Background: an optimization exercise with open tools, aiming at small area, a short achievable clock period and few clock cycles per item. Do not read the settings as production practice. In this exercise RTL edits were held to simulation tests only and were not proved equivalent to the original. Power figures rest on the tool's default switching activity, not on a simulated workload.

`flow/config.mk`:
```
export PLATFORM = sky130hd
export DESIGN_NAME = milestone_mac_array
export DESIGN_NICKNAME = milestone_mac_array
export VERILOG_FILES = /design/flow/design.v
export SDC_FILE = /design/flow/constraint.sdc
export NUM_CORES = 4
export LEC_CHECK = 0
export CAP_MARGIN = 20
export CORE_MARGIN = 2
export CORE_UTILIZATION = 40
export SETUP_SLACK_MARGIN = 4.5
export SLEW_MARGIN = 20
```
`flow/constraint.sdc`:
```
create_clock -name core_clock -period 8.0 [get_ports {Clock_50}]
set_input_delay 1.6000 -clock core_clock [delete_from_list [all_inputs] [get_ports {Clock_50}]]
set_output_delay 1.6000 -clock core_clock [all_outputs]
set_load 0.01 [all_outputs]
```
`flow/design.v`:
```
module milestone_mac_array (
    input  logic         Clock_50,
    input  logic         Resetn,
    input  logic         start,
    input  logic         clear,
    input  logic [31:0]  init_value,
    input  logic         in_valid,
    output logic         in_ready,
    input  logic [47:0]  sample,
    input  logic [47:0]  coef,
    input  logic         subtract,
    output logic         out_valid,
    input  logic         out_ready,
    output logic [95:0]  acc_raw,
    output logic [23:0]  result,
    output logic         busy
);
    logic       busy_q;
    logic       acc_st_q;    
    logic       drain_q;     
    logic       fin_q;       
    logic       out_st_q;    
    logic [2:0] tap_cnt_q;
    logic accept;
    logic take;
    logic last_beat;
    logic resolve;           
    assign in_ready  = acc_st_q;
    assign out_valid = out_st_q;
    assign busy      = busy_q;
    assign accept    = in_valid && acc_st_q;
    assign take      = accept && !clear;
    assign last_beat = (tap_cnt_q == 3'd5);
    assign resolve   = fin_q || out_st_q;
    always_ff @(posedge Clock_50 or negedge Resetn) begin
        if (!Resetn) begin
            busy_q    <= 1'b0;
            acc_st_q  <= 1'b0;
            drain_q   <= 1'b0;
            fin_q     <= 1'b0;
            out_st_q  <= 1'b0;
            tap_cnt_q <= '0;
        end else if (clear || (out_st_q && out_ready)) begin
            busy_q    <= 1'b0;
            acc_st_q  <= 1'b0;
            drain_q   <= 1'b0;
            fin_q     <= 1'b0;
            out_st_q  <= 1'b0;
        end else if (!busy_q) begin
            if (start) begin
                busy_q    <= 1'b1;
                acc_st_q  <= 1'b1;
                tap_cnt_q <= '0;
            end
        end else begin
            drain_q <= 1'b0;
            fin_q   <= drain_q;
            if (fin_q) out_st_q <= 1'b1;
            if (accept) begin
                tap_cnt_q <= tap_cnt_q + 1'b1;
                if (last_beat) begin
                    acc_st_q <= 1'b0;
                    drain_q  <= 1'b1;
                end
            end
        end
    end
    for (genvar c = 0; c < 3; c++) begin : g_ch
        logic [16:0] bz;      
        logic [7:0]  one_d, two_d, neg_d;
        logic [7:0]  one, two, neg;
        logic [15:0] a;
        logic [31:0] acc_s, acc_c;
        logic [16:0] x0, x1, x2, x3, x4, x5, x6, x7;
        logic [31:0] tree_s, tree_c;
        logic [31:0] sum;
        logic [23:0] shifted;
        logic [7:0]  res_ch, res_out;
        assign bz = {coef[c*16 +: 16], 1'b0};
        always_comb begin
            for (int j = 0; j < 8; j++) begin
                one_d[j] = take & (bz[2*j+1] ^ bz[2*j]);
                two_d[j] = take & ((bz[2*j+2] & ~bz[2*j+1] & ~bz[2*j]) |
                                   (~bz[2*j+2] & bz[2*j+1] & bz[2*j]));
                neg_d[j] = take & (bz[2*j+2] ^ subtract);
            end
        end
        always_ff @(posedge Clock_50 or negedge Resetn) begin
            if (!Resetn) begin
                one <= '0;
                two <= '0;
                neg <= '0;
            end else begin
                one <= one_d;
                two <= two_d;
                neg <= neg_d;
            end
        end
        always_ff @(posedge Clock_50) begin
            a <= sample[c*16 +: 16];
        end
        logic [15:0] a_in;
        assign a_in = sample[c*16 +: 16];
        logic [16:0] xr0;
        always_ff @(posedge Clock_50 or negedge Resetn) begin
            if (!Resetn) xr0 <= '0;
            else         xr0 <= (({17{one_d[0]}} & {a_in[15], a_in}) | ({17{two_d[0]}} & {a_in, 1'b0})) ^ {17{neg_d[0]}};
        end
        assign x0 = xr0;
        assign x1 = (({17{one[1]}} & {a[15], a}) | ({17{two[1]}} & {a, 1'b0})) ^ {17{neg[1]}};
        assign x2 = (({17{one[2]}} & {a[15], a}) | ({17{two[2]}} & {a, 1'b0})) ^ {17{neg[2]}};
        assign x3 = (({17{one[3]}} & {a[15], a}) | ({17{two[3]}} & {a, 1'b0})) ^ {17{neg[3]}};
        assign x4 = (({17{one[4]}} & {a[15], a}) | ({17{two[4]}} & {a, 1'b0})) ^ {17{neg[4]}};
        assign x5 = (({17{one[5]}} & {a[15], a}) | ({17{two[5]}} & {a, 1'b0})) ^ {17{neg[5]}};
        assign x6 = (({17{one[6]}} & {a[15], a}) | ({17{two[6]}} & {a, 1'b0})) ^ {17{neg[6]}};
        assign x7 = (({17{one[7]}} & {a[15], a}) | ({17{two[7]}} & {a, 1'b0})) ^ {17{neg[7]}};
        logic t0, t1, t2, t3, t4, t5, t6, t7, t8, t9, t10, t11, t12, t13, t14, t15, t16, t17, t18, t19, t20, t21, t22, t23, t24, t25, t26, t27, t28, t29, t30, t31, t32, t33, t34, t35, t36, t37, t38, t39, t40, t41, t42, t43, t44, t45, t46, t47, t48, t49, t50, t51, t52, t53, t54, t55, t56, t57, t58, t59, t60, t61, t62, t63, t64, t65, t66, t67, t68, t69, t70, t71, t72, t73, t74, t75, t76, t77, t78, t79, t80, t81, t82, t83, t84, t85, t86, t87, t88, t89, t90, t91, t92, t93, t94, t95, t96, t97, t98, t99, t100, t101, t102, t103, t104, t105, t106, t107, t108, t109, t110, t111, t112, t113, t114, t115, t116, t117, t118, t119, t120, t121, t122, t123, t124, t125, t126, t127, t128, t129, t130, t131, t132, t133, t134, t135, t136, t137, t138, t139, t140, t141, t142, t143, t144, t145, t146, t147, t148, t149, t150, t151, t152, t153, t154, t155, t156, t157, t158, t159, t160, t161, t162, t163, t164, t165, t166, t167, t168, t169, t170, t171, t172, t173, t174, t175, t176, t177, t178, t179, t180, t181, t182, t183, t184, t185, t186, t187, t188, t189, t190, t191, t192, t193, t194, t195, t196, t197, t198, t199, t200, t201, t202, t203, t204, t205, t206, t207, t208, t209, t210, t211, t212, t213, t214, t215, t216, t217, t218, t219, t220, t221, t222, t223, t224, t225, t226, t227, t228, t229, t230, t231, t232, t233, t234, t235, t236, t237, t238, t239, t240, t241, t242, t243, t244, t245, t246, t247, t248, t249, t250, t251, t252, t253, t254, t255, t256, t257, t258, t259, t260, t261, t262, t263, t264, t265, t266, t267, t268, t269, t270, t271, t272, t273, t274, t275, t276, t277, t278, t279, t280, t281, t282, t283, t284, t285, t286, t287, t288, t289, t290, t291, t292, t293, t294, t295, t296, t297, t298, t299, t300, t301, t302, t303, t304, t305, t306, t307;
        assign t0 = acc_s[0] ^ acc_c[0] ^ x0[0];
        assign t1 = (acc_s[0] & acc_c[0]) | (acc_s[0] & x0[0]) | (acc_c[0] & x0[0]);
        assign t2 = acc_s[1] ^ acc_c[1] ^ x0[1];
        assign t3 = (acc_s[1] & acc_c[1]) | (acc_s[1] & x0[1]) | (acc_c[1] & x0[1]);
        assign t4 = acc_s[2] ^ acc_c[2] ^ x0[2];
        assign t5 = (acc_s[2] & acc_c[2]) | (acc_s[2] & x0[2]) | (acc_c[2] & x0[2]);
        assign t6 = t3 ^ neg[1] ^ t4;
        assign t7 = (t3 & neg[1]) | (t3 & t4) | (neg[1] & t4);
        assign t8 = acc_s[3] ^ acc_c[3] ^ x0[3];
        assign t9 = (acc_s[3] & acc_c[3]) | (acc_s[3] & x0[3]) | (acc_c[3] & x0[3]);
        assign t10 = t5 ^ t8 ^ x1[1];
        assign t11 = (t5 & t8) | (t5 & x1[1]) | (t8 & x1[1]);
        assign t12 = acc_s[4] ^ acc_c[4] ^ x0[4];
        assign t13 = (acc_s[4] & acc_c[4]) | (acc_s[4] & x0[4]) | (acc_c[4] & x0[4]);
        assign t14 = t9 ^ neg[2] ^ t12;
        assign t15 = (t9 & neg[2]) | (t9 & t12) | (neg[2] & t12);
        assign t16 = x1[2] ^ x2[0] ^ t14;
        assign t17 = (x1[2] & x2[0]) | (x1[2] & t14) | (x2[0] & t14);
        assign t18 = acc_s[5] ^ acc_c[5] ^ x0[5];
        assign t19 = (acc_s[5] & acc_c[5]) | (acc_s[5] & x0[5]) | (acc_c[5] & x0[5]);
        assign t20 = t13 ^ t18 ^ x1[3];
        assign t21 = (t13 & t18) | (t13 & x1[3]) | (t18 & x1[3]);
        assign t22 = x2[1] ^ t15 ^ t20;
        assign t23 = (x2[1] & t15) | (x2[1] & t20) | (t15 & t20);
        assign t24 = acc_s[6] ^ acc_c[6] ^ x0[6];
        assign t25 = (acc_s[6] & acc_c[6]) | (acc_s[6] & x0[6]) | (acc_c[6] & x0[6]);
        assign t26 = t19 ^ neg[3] ^ t24;
        assign t27 = (t19 & neg[3]) | (t19 & t24) | (neg[3] & t24);
        assign t28 = x1[4] ^ x2[2] ^ x3[0];
        assign t29 = (x1[4] & x2[2]) | (x1[4] & x3[0]) | (x2[2] & x3[0]);
        assign t30 = t26 ^ t21 ^ t28;
        assign t31 = (t26 & t21) | (t26 & t28) | (t21 & t28);
        assign t32 = acc_s[7] ^ acc_c[7] ^ x0[7];
        assign t33 = (acc_s[7] & acc_c[7]) | (acc_s[7] & x0[7]) | (acc_c[7] & x0[7]);
        assign t34 = t25 ^ t32 ^ x1[5];
        assign t35 = (t25 & t32) | (t25 & x1[5]) | (t32 & x1[5]);
        assign t36 = x2[3] ^ x3[1] ^ t27;
        assign t37 = (x2[3] & x3[1]) | (x2[3] & t27) | (x3[1] & t27);
        assign t38 = t29 ^ t34 ^ t36;
        assign t39 = (t29 & t34) | (t29 & t36) | (t34 & t36);
        assign t40 = acc_s[8] ^ acc_c[8] ^ x0[8];
        assign t41 = (acc_s[8] & acc_c[8]) | (acc_s[8] & x0[8]) | (acc_c[8] & x0[8]);
        assign t42 = t33 ^ neg[4] ^ t40;
        assign t43 = (t33 & neg[4]) | (t33 & t40) | (neg[4] & t40);
        assign t44 = x1[6] ^ x2[4] ^ x3[2];
        assign t45 = (x1[6] & x2[4]) | (x1[6] & x3[2]) | (x2[4] & x3[2]);
        assign t46 = x4[0] ^ t42 ^ t35;
        assign t47 = (x4[0] & t42) | (x4[0] & t35) | (t42 & t35);
        assign t48 = t44 ^ t37 ^ t46;
        assign t49 = (t44 & t37) | (t44 & t46) | (t37 & t46);
        assign t50 = acc_s[9] ^ acc_c[9] ^ x0[9];
        assign t51 = (acc_s[9] & acc_c[9]) | (acc_s[9] & x0[9]) | (acc_c[9] & x0[9]);
        assign t52 = t41 ^ t50 ^ x1[7];
        assign t53 = (t41 & t50) | (t41 & x1[7]) | (t50 & x1[7]);
        assign t54 = x2[5] ^ x3[3] ^ x4[1];
        assign t55 = (x2[5] & x3[3]) | (x2[5] & x4[1]) | (x3[3] & x4[1]);
        assign t56 = t43 ^ t45 ^ t52;
        assign t57 = (t43 & t45) | (t43 & t52) | (t45 & t52);
        assign t58 = t54 ^ t47 ^ t56;
        assign t59 = (t54 & t47) | (t54 & t56) | (t47 & t56);
        assign t60 = acc_s[10] ^ acc_c[10] ^ x0[10];
        assign t61 = (acc_s[10] & acc_c[10]) | (acc_s[10] & x0[10]) | (acc_c[10] & x0[10]);
        assign t62 = t51 ^ neg[5] ^ t60;
        assign t63 = (t51 & neg[5]) | (t51 & t60) | (neg[5] & t60);
        assign t64 = x1[8] ^ x2[6] ^ x3[4];
        assign t65 = (x1[8] & x2[6]) | (x1[8] & x3[4]) | (x2[6] & x3[4]);
        assign t66 = x4[2] ^ x5[0] ^ t62;
        assign t67 = (x4[2] & x5[0]) | (x4[2] & t62) | (x5[0] & t62);
        assign t68 = t53 ^ t55 ^ t64;
        assign t69 = (t53 & t55) | (t53 & t64) | (t55 & t64);
        assign t70 = t66 ^ t57 ^ t68;
        assign t71 = (t66 & t57) | (t66 & t68) | (t57 & t68);
        assign t72 = acc_s[11] ^ acc_c[11] ^ x0[11];
        assign t73 = (acc_s[11] & acc_c[11]) | (acc_s[11] & x0[11]) | (acc_c[11] & x0[11]);
        assign t74 = t61 ^ t72 ^ x1[9];
        assign t75 = (t61 & t72) | (t61 & x1[9]) | (t72 & x1[9]);
        assign t76 = x2[7] ^ x3[5] ^ x4[3];
        assign t77 = (x2[7] & x3[5]) | (x2[7] & x4[3]) | (x3[5] & x4[3]);
        assign t78 = x5[1] ^ t63 ^ t65;
        assign t79 = (x5[1] & t63) | (x5[1] & t65) | (t63 & t65);
        assign t80 = t74 ^ t76 ^ t67;
        assign t81 = (t74 & t76) | (t74 & t67) | (t76 & t67);
        assign t82 = t78 ^ t69 ^ t80;
        assign t83 = (t78 & t69) | (t78 & t80) | (t69 & t80);
        assign t84 = acc_s[12] ^ acc_c[12] ^ x0[12];
        assign t85 = (acc_s[12] & acc_c[12]) | (acc_s[12] & x0[12]) | (acc_c[12] & x0[12]);
        assign t86 = t73 ^ neg[6] ^ t84;
        assign t87 = (t73 & neg[6]) | (t73 & t84) | (neg[6] & t84);
        assign t88 = x1[10] ^ x2[8] ^ x3[6];
        assign t89 = (x1[10] & x2[8]) | (x1[10] & x3[6]) | (x2[8] & x3[6]);
        assign t90 = x4[4] ^ x5[2] ^ x6[0];
        assign t91 = (x4[4] & x5[2]) | (x4[4] & x6[0]) | (x5[2] & x6[0]);
        assign t92 = t86 ^ t75 ^ t77;
        assign t93 = (t86 & t75) | (t86 & t77) | (t75 & t77);
        assign t94 = t88 ^ t90 ^ t79;
        assign t95 = (t88 & t90) | (t88 & t79) | (t90 & t79);
        assign t96 = t92 ^ t81 ^ t94;
        assign t97 = (t92 & t81) | (t92 & t94) | (t81 & t94);
        assign t98 = acc_s[13] ^ acc_c[13] ^ x0[13];
        assign t99 = (acc_s[13] & acc_c[13]) | (acc_s[13] & x0[13]) | (acc_c[13] & x0[13]);
        assign t100 = t85 ^ t98 ^ x1[11];
        assign t101 = (t85 & t98) | (t85 & x1[11]) | (t98 & x1[11]);
        assign t102 = x2[9] ^ x3[7] ^ x4[5];
        assign t103 = (x2[9] & x3[7]) | (x2[9] & x4[5]) | (x3[7] & x4[5]);
        assign t104 = x5[3] ^ x6[1] ^ t87;
        assign t105 = (x5[3] & x6[1]) | (x5[3] & t87) | (x6[1] & t87);
        assign t106 = t89 ^ t91 ^ t100;
        assign t107 = (t89 & t91) | (t89 & t100) | (t91 & t100);
        assign t108 = t102 ^ t104 ^ t93;
        assign t109 = (t102 & t104) | (t102 & t93) | (t104 & t93);
        assign t110 = t106 ^ t95 ^ t108;
        assign t111 = (t106 & t95) | (t106 & t108) | (t95 & t108);
        assign t112 = acc_s[14] ^ acc_c[14] ^ x0[14];
        assign t113 = (acc_s[14] & acc_c[14]) | (acc_s[14] & x0[14]) | (acc_c[14] & x0[14]);
        assign t114 = t99 ^ neg[7] ^ t112;
        assign t115 = (t99 & neg[7]) | (t99 & t112) | (neg[7] & t112);
        assign t116 = x1[12] ^ x2[10] ^ x3[8];
        assign t117 = (x1[12] & x2[10]) | (x1[12] & x3[8]) | (x2[10] & x3[8]);
        assign t118 = x4[6] ^ x5[4] ^ x6[2];
        assign t119 = (x4[6] & x5[4]) | (x4[6] & x6[2]) | (x5[4] & x6[2]);
        assign t120 = x7[0] ^ t114 ^ t101;
        assign t121 = (x7[0] & t114) | (x7[0] & t101) | (t114 & t101);
        assign t122 = t103 ^ t116 ^ t118;
        assign t123 = (t103 & t116) | (t103 & t118) | (t116 & t118);
        assign t124 = t105 ^ t120 ^ t107;
        assign t125 = (t105 & t120) | (t105 & t107) | (t120 & t107);
        assign t126 = t122 ^ t109 ^ t124;
        assign t127 = (t122 & t109) | (t122 & t124) | (t109 & t124);
        assign t128 = acc_s[15] ^ acc_c[15] ^ x0[15];
        assign t129 = (acc_s[15] & acc_c[15]) | (acc_s[15] & x0[15]) | (acc_c[15] & x0[15]);
        assign t130 = t113 ^ t128 ^ x1[13];
        assign t131 = (t113 & t128) | (t113 & x1[13]) | (t128 & x1[13]);
        assign t132 = x2[11] ^ x3[9] ^ x4[7];
        assign t133 = (x2[11] & x3[9]) | (x2[11] & x4[7]) | (x3[9] & x4[7]);
        assign t134 = x5[5] ^ x6[3] ^ x7[1];
        assign t135 = (x5[5] & x6[3]) | (x5[5] & x7[1]) | (x6[3] & x7[1]);
        assign t136 = t115 ^ t117 ^ t119;
        assign t137 = (t115 & t117) | (t115 & t119) | (t117 & t119);
        assign t138 = t130 ^ t132 ^ t134;
        assign t139 = (t130 & t132) | (t130 & t134) | (t132 & t134);
        assign t140 = t121 ^ t136 ^ t123;
        assign t141 = (t121 & t136) | (t121 & t123) | (t136 & t123);
        assign t142 = t138 ^ t125 ^ t140;
        assign t143 = (t138 & t125) | (t138 & t140) | (t125 & t140);
        assign t144 = acc_s[16] ^ acc_c[16] ^ x0[16];
        assign t145 = (acc_s[16] & acc_c[16]) | (acc_s[16] & x0[16]) | (acc_c[16] & x0[16]);
        assign t146 = t129 ^ t144 ^ x1[14];
        assign t147 = (t129 & t144) | (t129 & x1[14]) | (t144 & x1[14]);
        assign t148 = x2[12] ^ x3[10] ^ x4[8];
        assign t149 = (x2[12] & x3[10]) | (x2[12] & x4[8]) | (x3[10] & x4[8]);
        assign t150 = x5[6] ^ x6[4] ^ x7[2];
        assign t151 = (x5[6] & x6[4]) | (x5[6] & x7[2]) | (x6[4] & x7[2]);
        assign t152 = t131 ^ t133 ^ t135;
        assign t153 = (t131 & t133) | (t131 & t135) | (t133 & t135);
        assign t154 = t146 ^ t148 ^ t150;
        assign t155 = (t146 & t148) | (t146 & t150) | (t148 & t150);
        assign t156 = t137 ^ t152 ^ t139;
        assign t157 = (t137 & t152) | (t137 & t139) | (t152 & t139);
        assign t158 = t154 ^ t141 ^ t156;
        assign t159 = (t154 & t141) | (t154 & t156) | (t141 & t156);
        assign t160 = acc_s[17] ^ acc_c[17] ^ x0[16];
        assign t161 = (acc_s[17] & acc_c[17]) | (acc_s[17] & x0[16]) | (acc_c[17] & x0[16]);
        assign t162 = t145 ^ t160 ^ x1[15];
        assign t163 = (t145 & t160) | (t145 & x1[15]) | (t160 & x1[15]);
        assign t164 = x2[13] ^ x3[11] ^ x4[9];
        assign t165 = (x2[13] & x3[11]) | (x2[13] & x4[9]) | (x3[11] & x4[9]);
        assign t166 = x5[7] ^ x6[5] ^ x7[3];
        assign t167 = (x5[7] & x6[5]) | (x5[7] & x7[3]) | (x6[5] & x7[3]);
        assign t168 = t147 ^ t149 ^ t151;
        assign t169 = (t147 & t149) | (t147 & t151) | (t149 & t151);
        assign t170 = t162 ^ t164 ^ t166;
        assign t171 = (t162 & t164) | (t162 & t166) | (t164 & t166);
        assign t172 = t153 ^ t168 ^ t155;
        assign t173 = (t153 & t168) | (t153 & t155) | (t168 & t155);
        assign t174 = t170 ^ t157 ^ t172;
        assign t175 = (t170 & t157) | (t170 & t172) | (t157 & t172);
        assign t176 = acc_s[18] ^ acc_c[18] ^ ~x0[16];
        assign t177 = (acc_s[18] & acc_c[18]) | (acc_s[18] & ~x0[16]) | (acc_c[18] & ~x0[16]);
        assign t178 = t161 ^ t176 ^ ~x1[16];
        assign t179 = (t161 & t176) | (t161 & ~x1[16]) | (t176 & ~x1[16]);
        assign t180 = x2[14] ^ x3[12] ^ x4[10];
        assign t181 = (x2[14] & x3[12]) | (x2[14] & x4[10]) | (x3[12] & x4[10]);
        assign t182 = x5[8] ^ x6[6] ^ x7[4];
        assign t183 = (x5[8] & x6[6]) | (x5[8] & x7[4]) | (x6[6] & x7[4]);
        assign t184 = t163 ^ t165 ^ t167;
        assign t185 = (t163 & t165) | (t163 & t167) | (t165 & t167);
        assign t186 = t178 ^ t180 ^ t182;
        assign t187 = (t178 & t180) | (t178 & t182) | (t180 & t182);
        assign t188 = t169 ^ t184 ^ t171;
        assign t189 = (t169 & t184) | (t169 & t171) | (t184 & t171);
        assign t190 = t186 ^ t173 ^ t188;
        assign t191 = (t186 & t173) | (t186 & t188) | (t173 & t188);
        assign t192 = ~(acc_s[19]);
        assign t193 = acc_c[19] ^ t192 ^ t177;
        assign t194 = (acc_c[19] & t192) | (acc_c[19] & t177) | (t192 & t177);
        assign t195 = x2[15] ^ x3[13] ^ x4[11];
        assign t196 = (x2[15] & x3[13]) | (x2[15] & x4[11]) | (x3[13] & x4[11]);
        assign t197 = x5[9] ^ x6[7] ^ x7[5];
        assign t198 = (x5[9] & x6[7]) | (x5[9] & x7[5]) | (x6[7] & x7[5]);
        assign t199 = t193 ^ t179 ^ t181;
        assign t200 = (t193 & t179) | (t193 & t181) | (t179 & t181);
        assign t201 = t183 ^ t195 ^ t197;
        assign t202 = (t183 & t195) | (t183 & t197) | (t195 & t197);
        assign t203 = t185 ^ t199 ^ t187;
        assign t204 = (t185 & t199) | (t185 & t187) | (t199 & t187);
        assign t205 = t201 ^ t189 ^ t203;
        assign t206 = (t201 & t189) | (t201 & t203) | (t189 & t203);
        assign t207 = acc_s[20] ^ acc_c[20] ^ (acc_s[19]);
        assign t208 = (acc_s[20] & acc_c[20]) | (acc_s[20] & (acc_s[19])) | (acc_c[20] & (acc_s[19]));
        assign t209 = t207 ^ ~x2[16] ^ x3[14];
        assign t210 = (t207 & ~x2[16]) | (t207 & x3[14]) | (~x2[16] & x3[14]);
        assign t211 = x4[12] ^ x5[10] ^ x6[8];
        assign t212 = (x4[12] & x5[10]) | (x4[12] & x6[8]) | (x5[10] & x6[8]);
        assign t213 = x7[6] ^ t194 ^ t196;
        assign t214 = (x7[6] & t194) | (x7[6] & t196) | (t194 & t196);
        assign t215 = t198 ^ t209 ^ t211;
        assign t216 = (t198 & t209) | (t198 & t211) | (t209 & t211);
        assign t217 = t200 ^ t213 ^ t202;
        assign t218 = (t200 & t213) | (t200 & t202) | (t213 & t202);
        assign t219 = t215 ^ t204 ^ t217;
        assign t220 = (t215 & t204) | (t215 & t217) | (t204 & t217);
        assign t221 = ~(acc_s[21]);
        assign t222 = acc_c[21] ^ t221 ^ t208;
        assign t223 = (acc_c[21] & t221) | (acc_c[21] & t208) | (t221 & t208);
        assign t224 = x3[15] ^ x4[13] ^ x5[11];
        assign t225 = (x3[15] & x4[13]) | (x3[15] & x5[11]) | (x4[13] & x5[11]);
        assign t226 = x6[9] ^ x7[7] ^ t222;
        assign t227 = (x6[9] & x7[7]) | (x6[9] & t222) | (x7[7] & t222);
        assign t228 = t210 ^ t212 ^ t224;
        assign t229 = (t210 & t212) | (t210 & t224) | (t212 & t224);
        assign t230 = t226 ^ t214 ^ t216;
        assign t231 = (t226 & t214) | (t226 & t216) | (t214 & t216);
        assign t232 = t228 ^ t218 ^ t230;
        assign t233 = (t228 & t218) | (t228 & t230) | (t218 & t230);
        assign t234 = acc_s[22] ^ acc_c[22] ^ (acc_s[21]);
        assign t235 = (acc_s[22] & acc_c[22]) | (acc_s[22] & (acc_s[21])) | (acc_c[22] & (acc_s[21]));
        assign t236 = t234 ^ ~x3[16] ^ x4[14];
        assign t237 = (t234 & ~x3[16]) | (t234 & x4[14]) | (~x3[16] & x4[14]);
        assign t238 = x5[12] ^ x6[10] ^ x7[8];
        assign t239 = (x5[12] & x6[10]) | (x5[12] & x7[8]) | (x6[10] & x7[8]);
        assign t240 = t223 ^ t225 ^ t236;
        assign t241 = (t223 & t225) | (t223 & t236) | (t225 & t236);
        assign t242 = t238 ^ t227 ^ t229;
        assign t243 = (t238 & t227) | (t238 & t229) | (t227 & t229);
        assign t244 = t240 ^ t231 ^ t242;
        assign t245 = (t240 & t231) | (t240 & t242) | (t231 & t242);
        assign t246 = ~(acc_s[23]);
        assign t247 = acc_c[23] ^ t246 ^ t235;
        assign t248 = (acc_c[23] & t246) | (acc_c[23] & t235) | (t246 & t235);
        assign t249 = x4[15] ^ x5[13] ^ x6[11];
        assign t250 = (x4[15] & x5[13]) | (x4[15] & x6[11]) | (x5[13] & x6[11]);
        assign t251 = x7[9] ^ t247 ^ t237;
        assign t252 = (x7[9] & t247) | (x7[9] & t237) | (t247 & t237);
        assign t253 = t239 ^ t249 ^ t251;
        assign t254 = (t239 & t249) | (t239 & t251) | (t249 & t251);
        assign t255 = t241 ^ t243 ^ t253;
        assign t256 = (t241 & t243) | (t241 & t253) | (t243 & t253);
        assign t257 = acc_s[24] ^ acc_c[24] ^ (acc_s[23]);
        assign t258 = (acc_s[24] & acc_c[24]) | (acc_s[24] & (acc_s[23])) | (acc_c[24] & (acc_s[23]));
        assign t259 = t257 ^ ~x4[16] ^ x5[14];
        assign t260 = (t257 & ~x4[16]) | (t257 & x5[14]) | (~x4[16] & x5[14]);
        assign t261 = x6[12] ^ x7[10] ^ t248;
        assign t262 = (x6[12] & x7[10]) | (x6[12] & t248) | (x7[10] & t248);
        assign t263 = t250 ^ t259 ^ t261;
        assign t264 = (t250 & t259) | (t250 & t261) | (t259 & t261);
        assign t265 = t252 ^ t263 ^ t254;
        assign t266 = (t252 & t263) | (t252 & t254) | (t263 & t254);
        assign t267 = ~(acc_s[25]);
        assign t268 = acc_c[25] ^ t267 ^ t258;
        assign t269 = (acc_c[25] & t267) | (acc_c[25] & t258) | (t267 & t258);
        assign t270 = x5[15] ^ x6[13] ^ x7[11];
        assign t271 = (x5[15] & x6[13]) | (x5[15] & x7[11]) | (x6[13] & x7[11]);
        assign t272 = t268 ^ t260 ^ t270;
        assign t273 = (t268 & t260) | (t268 & t270) | (t260 & t270);
        assign t274 = t262 ^ t272 ^ t264;
        assign t275 = (t262 & t272) | (t262 & t264) | (t272 & t264);
        assign t276 = acc_s[26] ^ acc_c[26] ^ (acc_s[25]);
        assign t277 = (acc_s[26] & acc_c[26]) | (acc_s[26] & (acc_s[25])) | (acc_c[26] & (acc_s[25]));
        assign t278 = t276 ^ ~x5[16] ^ x6[14];
        assign t279 = (t276 & ~x5[16]) | (t276 & x6[14]) | (~x5[16] & x6[14]);
        assign t280 = x7[12] ^ t269 ^ t271;
        assign t281 = (x7[12] & t269) | (x7[12] & t271) | (t269 & t271);
        assign t282 = t278 ^ t280 ^ t273;
        assign t283 = (t278 & t280) | (t278 & t273) | (t280 & t273);
        assign t284 = ~(acc_s[27]);
        assign t285 = acc_c[27] ^ t284 ^ t277;
        assign t286 = (acc_c[27] & t284) | (acc_c[27] & t277) | (t284 & t277);
        assign t287 = x6[15] ^ x7[13] ^ t285;
        assign t288 = (x6[15] & x7[13]) | (x6[15] & t285) | (x7[13] & t285);
        assign t289 = t279 ^ t287 ^ t281;
        assign t290 = (t279 & t287) | (t279 & t281) | (t287 & t281);
        assign t291 = acc_s[28] ^ acc_c[28] ^ (acc_s[27]);
        assign t292 = (acc_s[28] & acc_c[28]) | (acc_s[28] & (acc_s[27])) | (acc_c[28] & (acc_s[27]));
        assign t293 = t291 ^ ~x6[16] ^ x7[14];
        assign t294 = (t291 & ~x6[16]) | (t291 & x7[14]) | (~x6[16] & x7[14]);
        assign t295 = t286 ^ t293 ^ t288;
        assign t296 = (t286 & t293) | (t286 & t288) | (t293 & t288);
        assign t297 = ~(acc_s[29]);
        assign t298 = acc_c[29] ^ t297 ^ t292;
        assign t299 = (acc_c[29] & t297) | (acc_c[29] & t292) | (t297 & t292);
        assign t300 = x7[15] ^ t298 ^ t294;
        assign t301 = (x7[15] & t298) | (x7[15] & t294) | (t298 & t294);
        assign t302 = acc_s[30] ^ acc_c[30] ^ (acc_s[29]);
        assign t303 = (acc_s[30] & acc_c[30]) | (acc_s[30] & (acc_s[29])) | (acc_c[30] & (acc_s[29]));
        assign t304 = t302 ^ ~x7[16] ^ t299;
        assign t305 = (t302 & ~x7[16]) | (t302 & t299) | (~x7[16] & t299);
        assign t306 = ~(acc_s[31]);
        assign t307 = acc_c[31] ^ t306 ^ t303;
        assign tree_s = {t307, t304, t300, t295, t283, t282, t274, t256, t245, t233, t220, t206, t191, t175, t159, t143, t127, t111, t97, t83, t71, t59, t49, t39, t31, t23, t17, t11, t7, x1[0], t1, neg[0]};
        assign tree_c = {t305, t301, t296, t290, t289, t275, t266, t265, t255, t244, t232, t219, t205, t190, t174, t158, t142, t126, t110, t96, t82, t70, t58, t48, t38, t30, t22, t16, t10, t6, t2, t0};
        logic [31:0] cp_g0, cp_p0;
        assign cp_g0 = acc_s & acc_c;
        assign cp_p0 = acc_s ^ acc_c;
        logic cp_G0, cp_P0;
        assign cp_G0 = cp_g0[1] | (cp_p0[1] & cp_g0[0]);
        assign cp_P0 = cp_p0[1] & cp_p0[0];
        logic cp_G1, cp_P1;
        assign cp_G1 = cp_g0[3] | (cp_p0[3] & cp_g0[2]);
        assign cp_P1 = cp_p0[3] & cp_p0[2];
        logic cp_G2, cp_P2;
        assign cp_G2 = cp_g0[5] | (cp_p0[5] & cp_g0[4]);
        assign cp_P2 = cp_p0[5] & cp_p0[4];
        logic cp_G3, cp_P3;
        assign cp_G3 = cp_g0[7] | (cp_p0[7] & cp_g0[6]);
        assign cp_P3 = cp_p0[7] & cp_p0[6];
        logic cp_G4, cp_P4;
        assign cp_G4 = cp_g0[9] | (cp_p0[9] & cp_g0[8]);
        assign cp_P4 = cp_p0[9] & cp_p0[8];
        logic cp_G5, cp_P5;
        assign cp_G5 = cp_g0[11] | (cp_p0[11] & cp_g0[10]);
        assign cp_P5 = cp_p0[11] & cp_p0[10];
        logic cp_G6, cp_P6;
        assign cp_G6 = cp_g0[13] | (cp_p0[13] & cp_g0[12]);
        assign cp_P6 = cp_p0[13] & cp_p0[12];
        logic cp_G7, cp_P7;
        assign cp_G7 = cp_g0[15] | (cp_p0[15] & cp_g0[14]);
        assign cp_P7 = cp_p0[15] & cp_p0[14];
        logic cp_G8, cp_P8;
        assign cp_G8 = cp_g0[17] | (cp_p0[17] & cp_g0[16]);
        assign cp_P8 = cp_p0[17] & cp_p0[16];
        logic cp_G9, cp_P9;
        assign cp_G9 = cp_g0[19] | (cp_p0[19] & cp_g0[18]);
        assign cp_P9 = cp_p0[19] & cp_p0[18];
        logic cp_G10, cp_P10;
        assign cp_G10 = cp_g0[21] | (cp_p0[21] & cp_g0[20]);
        assign cp_P10 = cp_p0[21] & cp_p0[20];
        logic cp_G11, cp_P11;
        assign cp_G11 = cp_g0[23] | (cp_p0[23] & cp_g0[22]);
        assign cp_P11 = cp_p0[23] & cp_p0[22];
        logic cp_G12, cp_P12;
        assign cp_G12 = cp_g0[25] | (cp_p0[25] & cp_g0[24]);
        assign cp_P12 = cp_p0[25] & cp_p0[24];
        logic cp_G13, cp_P13;
        assign cp_G13 = cp_g0[27] | (cp_p0[27] & cp_g0[26]);
        assign cp_P13 = cp_p0[27] & cp_p0[26];
        logic cp_G14, cp_P14;
        assign cp_G14 = cp_g0[29] | (cp_p0[29] & cp_g0[28]);
        assign cp_P14 = cp_p0[29] & cp_p0[28];
        logic cp_G15, cp_P15;
        assign cp_G15 = cp_g0[31] | (cp_p0[31] & cp_g0[30]);
        assign cp_P15 = cp_p0[31] & cp_p0[30];
        logic cp_G16, cp_P16;
        assign cp_G16 = cp_G1 | (cp_P1 & cp_G0);
        assign cp_P16 = cp_P1 & cp_P0;
        logic cp_G17, cp_P17;
        assign cp_G17 = cp_G3 | (cp_P3 & cp_G2);
        assign cp_P17 = cp_P3 & cp_P2;
        logic cp_G18, cp_P18;
        assign cp_G18 = cp_G5 | (cp_P5 & cp_G4);
        assign cp_P18 = cp_P5 & cp_P4;
        logic cp_G19, cp_P19;
        assign cp_G19 = cp_G7 | (cp_P7 & cp_G6);
        assign cp_P19 = cp_P7 & cp_P6;
        logic cp_G20, cp_P20;
        assign cp_G20 = cp_G9 | (cp_P9 & cp_G8);
        assign cp_P20 = cp_P9 & cp_P8;
        logic cp_G21, cp_P21;
        assign cp_G21 = cp_G11 | (cp_P11 & cp_G10);
        assign cp_P21 = cp_P11 & cp_P10;
        logic cp_G22, cp_P22;
        assign cp_G22 = cp_G13 | (cp_P13 & cp_G12);
        assign cp_P22 = cp_P13 & cp_P12;
        logic cp_G23, cp_P23;
        assign cp_G23 = cp_G15 | (cp_P15 & cp_G14);
        assign cp_P23 = cp_P15 & cp_P14;
        logic cp_G24, cp_P24;
        assign cp_G24 = cp_G17 | (cp_P17 & cp_G16);
        assign cp_P24 = cp_P17 & cp_P16;
        logic cp_G25, cp_P25;
        assign cp_G25 = cp_G19 | (cp_P19 & cp_G18);
        assign cp_P25 = cp_P19 & cp_P18;
        logic cp_G26, cp_P26;
        assign cp_G26 = cp_G21 | (cp_P21 & cp_G20);
        assign cp_P26 = cp_P21 & cp_P20;
        logic cp_G27, cp_P27;
        assign cp_G27 = cp_G23 | (cp_P23 & cp_G22);
        assign cp_P27 = cp_P23 & cp_P22;
        logic cp_G28, cp_P28;
        assign cp_G28 = cp_G25 | (cp_P25 & cp_G24);
        assign cp_P28 = cp_P25 & cp_P24;
        logic cp_G29, cp_P29;
        assign cp_G29 = cp_G27 | (cp_P27 & cp_G26);
        assign cp_P29 = cp_P27 & cp_P26;
        logic cp_G30, cp_P30;
        assign cp_G30 = cp_G29 | (cp_P29 & cp_G28);
        assign cp_P30 = cp_P29 & cp_P28;
        logic cp_G31, cp_P31;
        assign cp_G31 = cp_G26 | (cp_P26 & cp_G28);
        assign cp_P31 = cp_P26 & cp_P28;
        logic cp_G32, cp_P32;
        assign cp_G32 = cp_G18 | (cp_P18 & cp_G24);
        assign cp_P32 = cp_P18 & cp_P24;
        logic cp_G33, cp_P33;
        assign cp_G33 = cp_G20 | (cp_P20 & cp_G28);
        assign cp_P33 = cp_P20 & cp_P28;
        logic cp_G34, cp_P34;
        assign cp_G34 = cp_G22 | (cp_P22 & cp_G31);
        assign cp_P34 = cp_P22 & cp_P31;
        logic cp_G35, cp_P35;
        assign cp_G35 = cp_G2 | (cp_P2 & cp_G16);
        assign cp_P35 = cp_P2 & cp_P16;
        logic cp_G36, cp_P36;
        assign cp_G36 = cp_G4 | (cp_P4 & cp_G24);
        assign cp_P36 = cp_P4 & cp_P24;
        logic cp_G37, cp_P37;
        assign cp_G37 = cp_G6 | (cp_P6 & cp_G32);
        assign cp_P37 = cp_P6 & cp_P32;
        logic cp_G38, cp_P38;
        assign cp_G38 = cp_G8 | (cp_P8 & cp_G28);
        assign cp_P38 = cp_P8 & cp_P28;
        logic cp_G39, cp_P39;
        assign cp_G39 = cp_G10 | (cp_P10 & cp_G33);
        assign cp_P39 = cp_P10 & cp_P33;
        logic cp_G40, cp_P40;
        assign cp_G40 = cp_G12 | (cp_P12 & cp_G31);
        assign cp_P40 = cp_P12 & cp_P31;
        logic cp_G41, cp_P41;
        assign cp_G41 = cp_G14 | (cp_P14 & cp_G34);
        assign cp_P41 = cp_P14 & cp_P34;
        logic cp_G42, cp_P42;
        assign cp_G42 = cp_g0[2] | (cp_p0[2] & cp_G0);
        assign cp_P42 = cp_p0[2] & cp_P0;
        logic cp_G43, cp_P43;
        assign cp_G43 = cp_g0[4] | (cp_p0[4] & cp_G16);
        assign cp_P43 = cp_p0[4] & cp_P16;
        logic cp_G44, cp_P44;
        assign cp_G44 = cp_g0[6] | (cp_p0[6] & cp_G35);
        assign cp_P44 = cp_p0[6] & cp_P35;
        logic cp_G45, cp_P45;
        assign cp_G45 = cp_g0[8] | (cp_p0[8] & cp_G24);
        assign cp_P45 = cp_p0[8] & cp_P24;
        logic cp_G46, cp_P46;
        assign cp_G46 = cp_g0[10] | (cp_p0[10] & cp_G36);
        assign cp_P46 = cp_p0[10] & cp_P36;
        logic cp_G47, cp_P47;
        assign cp_G47 = cp_g0[12] | (cp_p0[12] & cp_G32);
        assign cp_P47 = cp_p0[12] & cp_P32;
        logic cp_G48, cp_P48;
        assign cp_G48 = cp_g0[14] | (cp_p0[14] & cp_G37);
        assign cp_P48 = cp_p0[14] & cp_P37;
        logic cp_G49, cp_P49;
        assign cp_G49 = cp_g0[16] | (cp_p0[16] & cp_G28);
        assign cp_P49 = cp_p0[16] & cp_P28;
        logic cp_G50, cp_P50;
        assign cp_G50 = cp_g0[18] | (cp_p0[18] & cp_G38);
        assign cp_P50 = cp_p0[18] & cp_P38;
        logic cp_G51, cp_P51;
        assign cp_G51 = cp_g0[20] | (cp_p0[20] & cp_G33);
        assign cp_P51 = cp_p0[20] & cp_P33;
        logic cp_G52, cp_P52;
        assign cp_G52 = cp_g0[22] | (cp_p0[22] & cp_G39);
        assign cp_P52 = cp_p0[22] & cp_P39;
        logic cp_G53, cp_P53;
        assign cp_G53 = cp_g0[24] | (cp_p0[24] & cp_G31);
        assign cp_P53 = cp_p0[24] & cp_P31;
        logic cp_G54, cp_P54;
        assign cp_G54 = cp_g0[26] | (cp_p0[26] & cp_G40);
        assign cp_P54 = cp_p0[26] & cp_P40;
        logic cp_G55, cp_P55;
        assign cp_G55 = cp_g0[28] | (cp_p0[28] & cp_G34);
        assign cp_P55 = cp_p0[28] & cp_P34;
        logic cp_G56, cp_P56;
        assign cp_G56 = cp_g0[30] | (cp_p0[30] & cp_G41);
        assign cp_P56 = cp_p0[30] & cp_P41;
        logic cp_c16;
        assign cp_c16 = cp_G28;
        assign sum = {cp_p0[31] ^ cp_G56, cp_p0[30] ^ cp_G41, cp_p0[29] ^ cp_G55, cp_p0[28] ^ cp_G34, cp_p0[27] ^ cp_G54, cp_p0[26] ^ cp_G40, cp_p0[25] ^ cp_G53, cp_p0[24] ^ cp_G31, cp_p0[23] ^ cp_G52, cp_p0[22] ^ cp_G39, cp_p0[21] ^ cp_G51, cp_p0[20] ^ cp_G33, cp_p0[19] ^ cp_G50, cp_p0[18] ^ cp_G38, cp_p0[17] ^ cp_G49, cp_p0[16] ^ cp_G28, cp_p0[15] ^ cp_G48, cp_p0[14] ^ cp_G37, cp_p0[13] ^ cp_G47, cp_p0[12] ^ cp_G32, cp_p0[11] ^ cp_G46, cp_p0[10] ^ cp_G36, cp_p0[9] ^ cp_G45, cp_p0[8] ^ cp_G24, cp_p0[7] ^ cp_G44, cp_p0[6] ^ cp_G35, cp_p0[5] ^ cp_G43, cp_p0[4] ^ cp_G16, cp_p0[3] ^ cp_G42, cp_p0[2] ^ cp_G0, cp_p0[1] ^ cp_g0[0], cp_p0[0]};
        logic [31:0] alt_s;
        logic        keep_tree;
        assign keep_tree = busy_q && !resolve;
        assign alt_s     = busy_q ? sum : init_value;
        always_ff @(posedge Clock_50) begin
            acc_s <= keep_tree ? tree_s : alt_s;
            acc_c <= keep_tree ? tree_c : 32'd0;
        end
        logic nz_q;
        always_ff @(posedge Clock_50) begin
            nz_q <= !((cp_p0[16] == cp_c16) &&
                      ((cp_p0[30:17] ~^ (acc_s[29:16] | acc_c[29:16])) == '1));
        end
        assign shifted = acc_s[31:8];
        always_comb begin
            res_ch = shifted[7:0];
            if (shifted[23]) begin
                res_ch = '0;
            end else if (nz_q) begin
                res_ch = '1;
            end
        end
        assign res_out = res_ch;
        assign acc_raw[c*32 +: 32] = acc_s;
        assign result[c*8 +: 8]    = res_out;
    end
endmodule
```
`flow/run.sh`:
```
#!/bin/bash
# synth_recipe.tcl (not shown) runs the flow's synth.tcl, then flattens the netlist and writes it again
# the make line also repeats each setting of config.mk as NAME=value (left out here)
make -C /OpenROAD-flow-scripts/flow DESIGN_CONFIG=/design/flow/config.mk WORK_HOME=/design/flow/orfs CLKGATE_MAP_FILE= SYNTH_SCRIPT=/design/flow/synth_recipe.tcl finish
```
==> run notes <==
[state kept, by name, indices dropped and copies added, names as in the netlist]
name        cells
g_ch.acc_c     96
out_st_q        1
drain_q         1
g_ch.two       21
g_ch.a         48
busy_q          1
fin_q           1
g_ch.acc_s     96
tap_cnt_q       3
g_ch.one       21
g_ch.nz_q       3
acc_st_q        1
g_ch.xr0       51
g_ch.neg       24
[worst paths after layout]
kind	endpoint	depth (start not counted)
max	busy	2
min	g_ch[2].acc_s[0]$_DFF_P_	2
max reg2reg	g_ch[0].acc_c[23]$_SDFF_PN0_	9
min reg2reg	g_ch[2].acc_s[0]$_DFF_P_	2
max in group asynchronous	g_ch[2].two[2]$_DFF_PN0_	2
min in group asynchronous	g_ch[1].neg[6]$_DFF_PN0_	1
[metal layers]
metal	part of all wire [%]	GRT usage, %	vias up
li1	-	-	12310
met1	44	36.17	13400
met2	44	38.29	1052
met3	8.5	5.193	158
met4	2.7	6.554	6
met5	0.030	0	-
[what timing repair did]
action / CTS / global route
gates cloned: 1 / 0
resized for setup: 75 / 87
setup endpoints to repair: 133 / 89
pin swaps: 1 / 7
buffers inserted: 3 / 10
[layout make-up]
cell class / count / area [µm²]
sequential: 368 / 8180
multi-input combinational: 2653 / 24540
fill: 8409 / 47460
clock inverter: 27 / 397.9
tap: 1165 / 1458
inverter: 539 / 2028
timing repair buffer: 299 / 2960
clock buffer: 55 / 1214
antenna: 1 / 2.502
[critical path: cells and delay by family (launching register included)]
family   cells  cell delay [ns]
buf+inv      2             0.78
flops        1             0.46
[per-stage QoR]
stage	worst slack, ns	hold WS, ns	std cells	cell area, µm²	power (W)
floorplan	4.535	0.4175	3828	35510	0.007359
global placement	3.862	0.4225	5010	38740	0.009400
detailed placement	3.827	0.4454	5010	38740	0.009538
CTS	4.339	0.4546	5096	40560	0.01191
global route	4.494	0.4755	5106	40780	0.01308
finish	4.575	0.4569	5107	40780	0.01182
[cell usage in the layout, fill, tap and decap left out, types with 96 or more instances in the layout]
cell	synthesis	routed
and3_1	96	96
o21ai_0	174	173
inv_1	527	526
nand2_1	214	213
nor2_1	279	277
ha_1	134	134
xnor2_1	435	435
fa_1	498	496
a21oi_1	169	165
dfxtp_1	243	176
xor2_1	111	111
a22oi_1	315	315
clkdlybuf4s50_1	0	253
[power groups by stage]
| stage | logic (W) | registers (W) | clock network, W |
|---|---|---|---|
| floorplan | 0.00465 | 0.00271 | 0 |
| global placement | 0.00645 | 0.00295 | 0 |
| detailed placement | 0.00659 | 0.00295 | 0 |
| CTS | 0.00667 | 0.00292 | 0.00232 |
| global route | 0.00771 | 0.00299 | 0.00238 |
| finish | 0.00663 | 0.00291 | 0.00228 |
[cell families (layout without fill, tap and decap cells)]
kind of cell / after synthesis / after routing / synth area share, %
xor gates and xnor gates: 546 / 546 / 13.47
muxes: 5 / 5 / 0.1445
AOI/OAI and AO/OA: 725 / 725 / 12.98
and+or+nand+nor: 745 / 745 / 9.483
other: 0 / 1 / 0
buffers and inverters: 807 / 920 / 8.613
DFF: 368 / 368 / 22.51
adders and majority gates: 632 / 632 / 32.80
==> flow_results.org <==
** Yosys
- Dominant synthesized flop cell :: dfxtp_1
- Top-area cell type share of the netlist area :: between 20% and 30%
- Counting flops with an async set or reset pin after synthesis yields a share of approximately a third.
- Synthesized cell area :: around 36000 µm²
- Number of instances in the synthesized netlist :: 3828
- Each instance of the synthesized netlist takes up on average between 9 and 10 µm².
- Leading post-synthesis cells by cell area :: fa_1, dfxtp_1, xnor2_1, dfrtp_1, a22oi_1
- Distinct cell type count after synthesis :: 49
- Synth warn :: 1
- Total of flip-flops plus latches after synthesis :: ~370
- The most common cell in the synthesized netlist is inv_1.
- Dominant cell type by area after synthesis :: fa_1
- When the netlist entered floorplanning its net count stood at roughly 4600.
- Post-synthesis sequential area ratio :: approximately 23%
- Number of enable flip-flop cells after synthesis :: 0
- Sorting the synthesized cells by how often they occur yields inv_1, fa_1, xnor2_1, a22oi_1, nor2_1.

** STA
- Hold Vio Cnt, Final :: 0
- Between clock sinks in the finished design, the worst skew comes to 0.03826 ns.
- The clock period could shrink to 3.425 ns.
- Setup repair after global routing could not meet its margin everywhere.
- Relative slew margins :: between 10% and 20%
- For the pin with the worst max-slew slack, the measured transition is 1.249 ns.
- After layout, the worst path uses a little over two fifths of the clock period.
- Maximum clock frequency :: between 0.2 and 0.3 GHz
- Setup violations remaining at the end of the flow were counted as 0.
- Total negative setup slack :: 0 ns
- Max Transition Viols Final :: 0

** Placed design
- At the end of routability-driven placement, the weighted congestion stood at roughly 0.9.
- Hpwl dp :: ~85 mm
- Number of buffers added on ports :: about 260

** Setup path
- The worst register-to-register path has a setup slack of 4.61 ns.
- Crit path arrival time :: approximately 1.8 ns
- The setup path with the least slack is of type reg2out.
- The most critical setup path has its startpoint at busy_q$_DFF_PN0_.
- STA classifies the critical path endpoint as an output port.
- The worst register-to-register path begins at g_ch[0].one[3]$_DFF_PN0_.
- Among all stages on the critical path, the largest delay is contributed by clkdlybuf4s50_1.
- Largest incremental delay on the critical path :: 0.57 ns
- Critical Path Source Type :: flop
- The signal on the critical path passes through buf_16 > clkdlybuf4s50_1.
- Crit path required time :: ~6.4 ns
- Of all nets on the critical path, the largest fanout is 38.

** Power
- Static leakage :: 17.30 nW
- For this design the total switching power over the nets is 0.005113 W.
- Internal :: 0.006708 W
- The share of total power dissipated in sequential elements is approximately a quarter.
- Across the VDD grid, the largest voltage drop is ~190 µV.
- Of the total power, combinational logic draws between 50% and 60%.
- In this run switching power makes up between 40% and 50% of total power.
- Areal power density over the cells :: approximately 290 nW/µm²
- In this run, the clock network consumes about a fifth of the power.

** Cells and area
- Layout cells sized above 1 :: under 10%
- At the end of the flow, the number of nets in the layout was roughly 4700.
- Layout Utilization :: 46.21%
- Post-synthesis to final-layout area growth :: 14.85%

** Clock network
- TritonCTS clock tree :: built
- Buffer cell driving the clock tree root :: clkbuf_16
- For this design, the sink count on the clock tree is between 300 and 400.
- Worst-skew pair later-pin latency :: 0.60 ns
- Buffers inserted during clock tree synthesis total 44.
- The H-tree generated during clock tree synthesis spans 2 levels.
- Clock-pin slew was measured on the worst setup and hold paths at about 0.060 ns.
- Hold repair after CTS inserted 0 buffers.
- In this run the deepest clock path goes through 3 buffers.

** Floorplan
- Io pins :: approximately 260
- Initial Utilization :: between 40% and 50%
- Die area :: between 90000 and 100000 µm²
- Die Span X :: roughly 300 µm
- Total number of placement rows :: between 100 and 150
- Core region area :: slightly below 90000 µm²
- Measured along the y axis, the die boundary spans 301.9 µm.

** Route
- 1st-iter DRT viols :: ~2400
- Via count :: ~27000
- In the final routed layout, each cell accounts on average for 22.30 µm.
- WL final :: 113.9 mm
- DRC :: 0
- Antenna Nets Post-Route :: 0
- The first detailed-routing pass took 5 iterations.
- After detailed routing, the number of vias per cell comes to around 5.3.

** Job
- Max-cap violations in this run came to 0.

** Worst hold path
- Source of the worst hold timing path :: g_ch[2].neg[0]$_DFF_PN0_
- The tightest min-delay check is of the reg2reg type.

** GRT
- Wire length of the first global-routing pass :: between 150 and 200 mm
- The number of antenna violations at the first check in global routing is 6.
- Overflow after GRT :: 0
- Across every metal layer, demand over resource in global routing totals about a quarter.
- Entering global routing, the biggest net connects 75 pins.
- The number of global-route vias before repair came to 26570.

** Outcome
- The run finished with no timing, DRC or antenna violations.
Testbench counts, summed over its fixed seeds: cycles 24,000, items 2,400.

==> static timing again, ports no longer ideal <==
The flow's constraints put no driver on any port. The routed layout listed below was extracted and timed again, unchanged, in two steps. Step 1, drivers: a clkbuf_16 drives Clock_50 and a buf_2 each remaining input, both assumed. Step 2 moves the port delays by t, midway between the first and last clock arrival at a register: inputs arrive t later, outputs are due t later. That takes back most of the time a late clock gives input paths. Slacks: ideal / step 1 / step 2; pairs: ideal / step 1.
t, ns: 0.653
setup slack, ns: 4.575 / 4.505 / 4.072
worst setup path after step 2: input to register
latest minus earliest clock arrival (ns): 0.041 / 0.041
worst slew at a driven data input, ns: 0.20
After both steps setup and hold are still met in this run. The setup slack of this run moves by -0.070 ns with the drivers and by -0.503 ns with both steps.
